What follows belongs to an exercise in optimizing a design on an open flow for small area; a production flow would make more cautious choices.
In this exercise RTL edits were held to simulation tests only and were not proved equivalent to the original.
Power and IR drop assume default switching activity.

<file path="design/flow/run.sh">
#!/bin/bash
# synth_recipe.tcl (not shown) runs the flow's synth.tcl, then flattens the netlist and writes it again
# the make line also repeats each setting of config.mk as NAME=value (left out here)
make -C /OpenROAD-flow-scripts/flow DESIGN_CONFIG=/design/flow/config.mk WORK_HOME=/design/flow/orfs CLKGATE_MAP_FILE= SYNTH_SCRIPT=/design/flow/synth_recipe.tcl finish
</file>
<file path="design/flow/config.mk">
export PLATFORM = sky130hd
export DESIGN_NAME = br_predict_btb
export DESIGN_NICKNAME = br_predict_btb
export VERILOG_FILES = /design/flow/design.v
export SDC_FILE = /design/flow/constraint.sdc
export NUM_CORES = 4
export LEC_CHECK = 0
export CAP_MARGIN = 20
export CORE_MARGIN = 2
export CORE_UTILIZATION = 40
export SETUP_SLACK_MARGIN = 0.3
export SLEW_MARGIN = 20
</file>
<file path="design/flow/constraint.sdc">
create_clock -name core_clock -period 8.0 [get_ports {CLK}]
set_input_delay 1.6000 -clock core_clock [delete_from_list [all_inputs] [get_ports {CLK}]]
set_output_delay 1.6000 -clock core_clock [all_outputs]
set_load 0.01 [all_outputs]
</file>
<file path="design/flow/design.v">
module br_predict_btb #(
  parameter int IDX_W  = 5,
  parameter int TAG_W  = 8,
  parameter int STAT_W = 12
) (
  input  logic              CLK,
  input  logic              nRST,
  input  logic [31:0]       if_pc,
  output logic              pred_taken,
  output logic [31:0]       pred_target,
  output logic              pred_hit,
  input  logic              upd_valid,
  input  logic [31:0]       upd_pc,
  input  logic              upd_taken,
  input  logic [31:0]       upd_target,
  input  logic              upd_mispredict,
  input  logic              clear,
  output logic [STAT_W-1:0] stat_branches,
  output logic [STAT_W-1:0] stat_mispred
);
  localparam int ENTRIES = 2 ** IDX_W;
  typedef logic [IDX_W-1:0] idx_t;
  typedef logic [TAG_W-1:0] tag_t;
  logic [ENTRIES-1:0] valid_q, valid_d;
  tag_t               tag_q    [ENTRIES];
  tag_t               tag_d    [ENTRIES];
  logic [31:0]        target_q [ENTRIES];
  logic [31:0]        target_d [ENTRIES];
  logic [1:0]         ctr_q    [ENTRIES];
  logic [1:0]         ctr_d    [ENTRIES];
  logic [STAT_W-1:0]  stat_br_q, stat_br_d;
  logic [STAT_W-1:0]  stat_mis_q, stat_mis_d;
  idx_t if_idx, upd_idx;
  tag_t if_tag, upd_tag;
  logic upd_hit;
  logic unused_pc;
  assign if_idx  = if_pc[IDX_W+1:2];
  assign if_tag  = if_pc[IDX_W+TAG_W+1:IDX_W+2];
  assign upd_idx = upd_pc[IDX_W+1:2];
  assign upd_tag = upd_pc[IDX_W+TAG_W+1:IDX_W+2];
  assign unused_pc = ^{if_pc, upd_pc};
  assign pred_hit    = valid_q[if_idx] && (tag_q[if_idx] == if_tag);
  assign pred_taken  = pred_hit && ctr_q[if_idx][1];
  assign pred_target = pred_hit ? target_q[if_idx] : 32'h0;
  assign upd_hit = valid_q[upd_idx] && (tag_q[upd_idx] == upd_tag);
  assign stat_branches = stat_br_q;
  assign stat_mispred  = stat_mis_q;
  always_comb begin
    valid_d    = valid_q;
    for (int i = 0; i < ENTRIES; i++) begin
      tag_d[i]    = tag_q[i];
      target_d[i] = target_q[i];
      ctr_d[i]    = ctr_q[i];
    end
    stat_br_d  = stat_br_q + STAT_W'(upd_valid);
    stat_mis_d = stat_mis_q + STAT_W'(upd_valid & upd_mispredict);
    if (clear) begin
      valid_d = '0;
    end else if (upd_valid) begin
      if (upd_hit) begin
        if (upd_taken) begin
          ctr_d[upd_idx]    = (ctr_q[upd_idx] == 2'b11) ? 2'b11 : ctr_q[upd_idx] + 2'd1;
          target_d[upd_idx] = upd_target;
        end else begin
          ctr_d[upd_idx]    = (ctr_q[upd_idx] == 2'b00) ? 2'b00 : ctr_q[upd_idx] - 2'd1;
        end
      end else if (upd_taken) begin
        valid_d[upd_idx]  = 1'b1;
        tag_d[upd_idx]    = upd_tag;
        target_d[upd_idx] = upd_target;
        ctr_d[upd_idx]    = 2'b10;
      end
    end
  end
  always_ff @(posedge CLK) begin
    if (!nRST) begin
      valid_q    <= '0;
      stat_br_q  <= '0;
      stat_mis_q <= '0;
      for (int i = 0; i < ENTRIES; i++) begin
        tag_q[i]    <= '0;
        target_q[i] <= '0;
        ctr_q[i]    <= 2'b01;
      end
    end else begin
      valid_q    <= valid_d;
      for (int i = 0; i < ENTRIES; i++) begin
        tag_q[i]    <= tag_d[i];
        target_q[i] <= target_d[i];
        ctr_q[i]    <= ctr_d[i];
      end
      stat_br_q  <= stat_br_d;
      stat_mis_q <= stat_mis_d;
    end
  end
endmodule
</file>
==> results.py <==
metrics = {
    "outcome": {
        "status": "timing/DRC/antenna clean",
    },
    "die": {
        "initial_core_util": 0.401,
        "core_mm2": 0.160,
        "die_height_um": 405,
        "number_of_ports_placed_on_the_die_boundary": 160,
        "die-area_mm2": 0.164,
        "die_x_um": 405,
        "row_count": 147,
    },
    "timing": {
        "final_hold_viol_count": 0,
        "post-route-min-period_ns": 7.64,
        "setup-violations-final": 0,
        "transition_time_at_the_pin_with_the_least_slew_margin_ns": 1.21,
        "rsz0062_at_grt": "no",
        "achievable-frequency_ghz": 0.131,
        "timing.final.crit_share": 0.956,
        "final_critical_path_setup_slack_ns": 0.356,
        "slew-limit-headroom": 0.190,
        "worst_clock_skew_on_the_final_layout_ns": 0.0463,
        "slew_viol_final": 0,
        "timing.setup.tns_ns": 0,
    },
    "logic_synthesis": {
        "ys_types": 85,
        "synth_sequential_area_ratio": 0.436,
        "synth.avg_cell_area_um2": 8.20,
        "postSynthRegisterBits": 1400,
        "synth.cell_area_mm2": 0.0642,
        "synth-main-ff-cell": "sky130_fd_sc_hd__dfxtp_1",
        "synth_nets": 7943,
        "synth_async_sr_flop_share": 0,
        "synth-warning-count": 7,
        "edff_count_synth": 0,
        "netlist_instances": 7831,
    },
    "setup_path": {
        "reg2reg_setup_slack_ns": 3.96,
        "critical_path.cell_chain": "dlygate4sd2_1 -> buf_4 -> nand3b_1 -> nor2_4 -> a22oi_1 -> nand4_1 -> nor4_4 -> buf_4 -> nor3_1 -> or3_1 -> nor4_2 -> nand4_1 -> buf_12 -> nor3_2 -> buf_4 -> clkdlybuf4s50_1",
        "worstRegToRegCells": 12,
        "worst_path_largest_cell_delay_ns": 0.52,
        "critPathLaunchType": "input pin",
        "cp-end-kind": "output port",
        "cp_dominant_cell_by_count": "sky130_fd_sc_hd__buf_4",
        "crit_family": "simple AND/OR/NAND/NOR gates",
        "cp.buffers_inverters": 6,
        "critical_path_required_ns": 6.40,
        "critical_path_depth": 16,
        "cpMaxStageDelayCell": "sky130_fd_sc_hd__clkdlybuf4s50_1",
        "critical_path.max_fanout": 27,
        "critPathKind": "input pin to output port",
        "worst-endpoint-arrival_ns": 6.04,
    },
    "drt": {
        "detail-route-antenna-nets": 0,
        "dr_total_vias": 63600,
        "first_iter_violations": 11100,
        "vias_per_cell": 6.42,
        "detail_route.first_pass.iterations": 7,
        "finalWirelength_mm": 327,
        "drc_errors": 0,
        "wl_per_cell_um": 33.1,
    },
    "cells_and_area": {
        "areaGrowthSynthToFinish_pct": 15.2,
        "instances_no_fill": 9900,
        "layout.cells.most_common_list": "sky130_fd_sc_hd__nand2_1 (2504), sky130_fd_sc_hd__dfxtp_1 (1400), sky130_fd_sc_hd__a21boi_0 (1005), sky130_fd_sc_hd__a22oi_1 (467), sky130_fd_sc_hd__mux2i_1 (292)",
        "final.fill_count": 15300,
        "utilization": 0.463,
        "drive_gt1_frac": 0.105,
        "layout_commonest_cell": "sky130_fd_sc_hd__nand2_1",
        "num-nets-final": 7805,
    },
    "cts": {
        "tritoncts_clock_tree": "done",
        "clock_latency_ns": 0.84,
        "htree_levels": 4,
        "cts_buffers": 157,
        "clkTransAtPathRegs_ns": 0.06,
        "buffer_depth_of_the_longest_clock_path": 3,
        "cts.hold.buffers_added": 0,
        "cts_root_buffer": "sky130_fd_sc_hd__clkbuf_16",
        "numClockSinks": 1400,
    },
    "pwr": {
        "powerDensity_mw_per_mm2": 221,
        "total_power_mw": 16.3,
        "power.ir.vdd_worst_uv": 275,
        "p_leak_nw": 25.1,
    },
    "placed_design": {
        "hpwl_mm": 185,
        "routability_driven_placement_congestion_ratio": 1.05,
        "post-place-ws_ns": -0.311,
        "placed_cells_incl_taps": 9620,
        "io_buffer_count": 121,
    },
    "worst_hold_path": {
        "worstHoldPathCells": 2,
        "worstHoldPathType": "flip-flop to flip-flop",
    },
    "global_route": {
        "grt_pass1_wl_mm": 451,
        "grt_max_degree": 286,
        "grt_util_overall": 0.385,
        "grt_pass1_vias": 57700,
        "grt_overflow_total": 0,
        "grt_antenna_before_repair": 12,
    },
    "run": {
        "max-cap-violations": 0,
    },
}
power breakdown:
part | switching [mW] | internal (mW) | leakage [nW]
Clock | 3.19 | 4.35 | 2.60
Sequential | 0.129 | 7.15 | 11.3
Combinational | 1.11 | 0.408 | 11.2
per-layer routing:
| metal | vias to the layer above | wire length (um) | share of wire | GRT usage |
|---|---|---|---|---|
| met3 | 1223 | 42100 | 0.13 | 0.103 |
| met4 | 14 | 23000 | 0.070 | 0.225 |
| met2 | 4626 | 135000 | 0.41 | 0.559 |
| li1 | 26800 | - | - | - |
| met1 | 30900 | 127000 | 0.39 | 0.513 |
| met5 | - | 87 | 0.00027 | 0 |
registers in the layout, summed over array words and instances, names as in the netlist:
register	flops
valid_q	32
stat_br_q	12
stat_mis_q	12
tag_q	256
ctr_q	64
target_q	1024
repair_timing:
item	4_1_cts	5_1_grt
pin swaps	3	1
buffers inserted	0	0
hold endpoints to repair	0	0
endpoints found under the setup margin	34	15
gates resized for setup	14	8
cell type report:
cell class | instances | area, um2 | share of cell area
Sequential cell | 1400 | 28000 | 0.379
Timing Repair Buffer | 424 | 4080 | 0.0551
Multi-Input combinational cell | 5647 | 33700 | 0.456
Clock inverter | 50 | 749 | 0.0101
Tap cell | 2086 | 2610 | 0.0353
Antenna cell | 3 | 7.51 | 0.000101
Clock buffer | 227 | 4560 | 0.0616
Inverter | 63 | 236 | 0.00319
path summary, 6_finish.rpt:
path / from / endpoint
max: if_pc[4] / pred_target[28]
min: target_q[18][15]$_SDFFE_PN0P_ / target_q[18][15]$_SDFFE_PN0P_
max reg2reg: tag_q[12][4]$_SDFFE_PN0P_ / tag_q[13][4]$_SDFFE_PN0P_
min reg2reg: target_q[18][15]$_SDFFE_PN0P_ / target_q[18][15]$_SDFFE_PN0P_
cell usage after synthesis, types with 11 or more instances:
cell	number	area share
sky130_fd_sc_hd__nand2_1	2537	0.15
sky130_fd_sc_hd__dfxtp_1	1400	0.44
sky130_fd_sc_hd__a21boi_0	1005	0.12
sky130_fd_sc_hd__clkbuf_1	613	0.036
sky130_fd_sc_hd__a22oi_1	467	0.055
sky130_fd_sc_hd__mux2i_1	292	0.046
sky130_fd_sc_hd__nor2_1	162	0.0095
sky130_fd_sc_hd__nand3_1	96	0.0075
sky130_fd_sc_hd__nand4_1	85	0.0083
sky130_fd_sc_hd__a221oi_1	78	0.011
sky130_fd_sc_hd__a22o_1	74	0.010
sky130_fd_sc_hd__a21oi_1	68	0.0053
sky130_fd_sc_hd__o21ai_0	63	0.0049
sky130_fd_sc_hd__inv_1	61	0.0036
sky130_fd_sc_hd__nor3_1	59	0.0046
sky130_fd_sc_hd__buf_2	53	0.0041
sky130_fd_sc_hd__and3_1	51	0.0050
sky130_fd_sc_hd__and2_1	43	0.0042
sky130_fd_sc_hd__buf_1	41	0.0024
sky130_fd_sc_hd__o221ai_1	34	0.0046
sky130_fd_sc_hd__nor4_1	31	0.0030
sky130_fd_sc_hd__o32ai_1	28	0.0038
sky130_fd_sc_hd__o221a_2	27	0.0047
sky130_fd_sc_hd__mux2_2	26	0.0046
sky130_fd_sc_hd__nor2b_1	26	0.0025
sky130_fd_sc_hd__o21a_1	25	0.0029
sky130_fd_sc_hd__xnor2_1	23	0.0031
sky130_fd_sc_hd__a21boi_1	21	0.0025
sky130_fd_sc_hd__a32oi_1	20	0.0027
sky130_fd_sc_hd__mux4_2	20	0.0070
sky130_fd_sc_hd__a2111oi_0	15	0.0020
sky130_fd_sc_hd__nor2_4	14	0.0025
sky130_fd_sc_hd__nand2b_1	13	0.0013
sky130_fd_sc_hd__or3_1	13	0.0013
sky130_fd_sc_hd__nor2_2	12	0.0012
sky130_fd_sc_hd__o22ai_1	12	0.0012
sky130_fd_sc_hd__a32o_1	11	0.0017
sky130_fd_sc_hd__buf_4	11	0.0013
sky130_fd_sc_hd__or2_2	11	0.0011
metrics by stage:
step,hold WS (ns),instance area [um2]
5_1_grt,0.474,74000
6_report,0.457,74000
3_3_place_gp,0.440,68700
3_5_place_dp,0.449,68700
4_1_cts,0.456,74000
2_1_floorplan,0.435,64200
tightest hold or removal path, stage by stage (launching register included):
cell,delay (ns)
sky130_fd_sc_hd__dfxtp_1,0.31
sky130_fd_sc_hd__nand2_1,0.05
sky130_fd_sc_hd__a21boi_1,0.05
logic make-up after synthesis:
logic type,share of synthesized area
flops,0.436
compound gates,0.242
fa+ha+maj,0.00226
buf+inv,0.0478
simple gates,0.210
mux,0.0572
xor+xnor,0.00436

[what the ideal ports hide]
No port has a modelled driver above. Below, the same layout with a new extraction and two added sets of constraints. Step 1 sets driving cells, clkbuf_16 on the clock port and buf_2 on the other inputs (assumed; they add their load-dependent delay and slew). Step 2 adds t to the input delays and takes it off the output delays; t is the mean of the earliest and latest rising clock arrival at the registers after step 1. Input paths then give back, and output paths get back, about the clock's delay inside the block. Three values: no drivers, after step 1, after step 2; two values: the first two.
t (ns): 0.904
slack for setup (ns): 0.356 / 0.332 / 0.332
hold WS [ns]: 0.457 / 0.457 / 0.457
After both steps this run still meets setup and hold. The setup slack of this run moves by -0.024 ns with the drivers and by -0.024 ns with both steps.
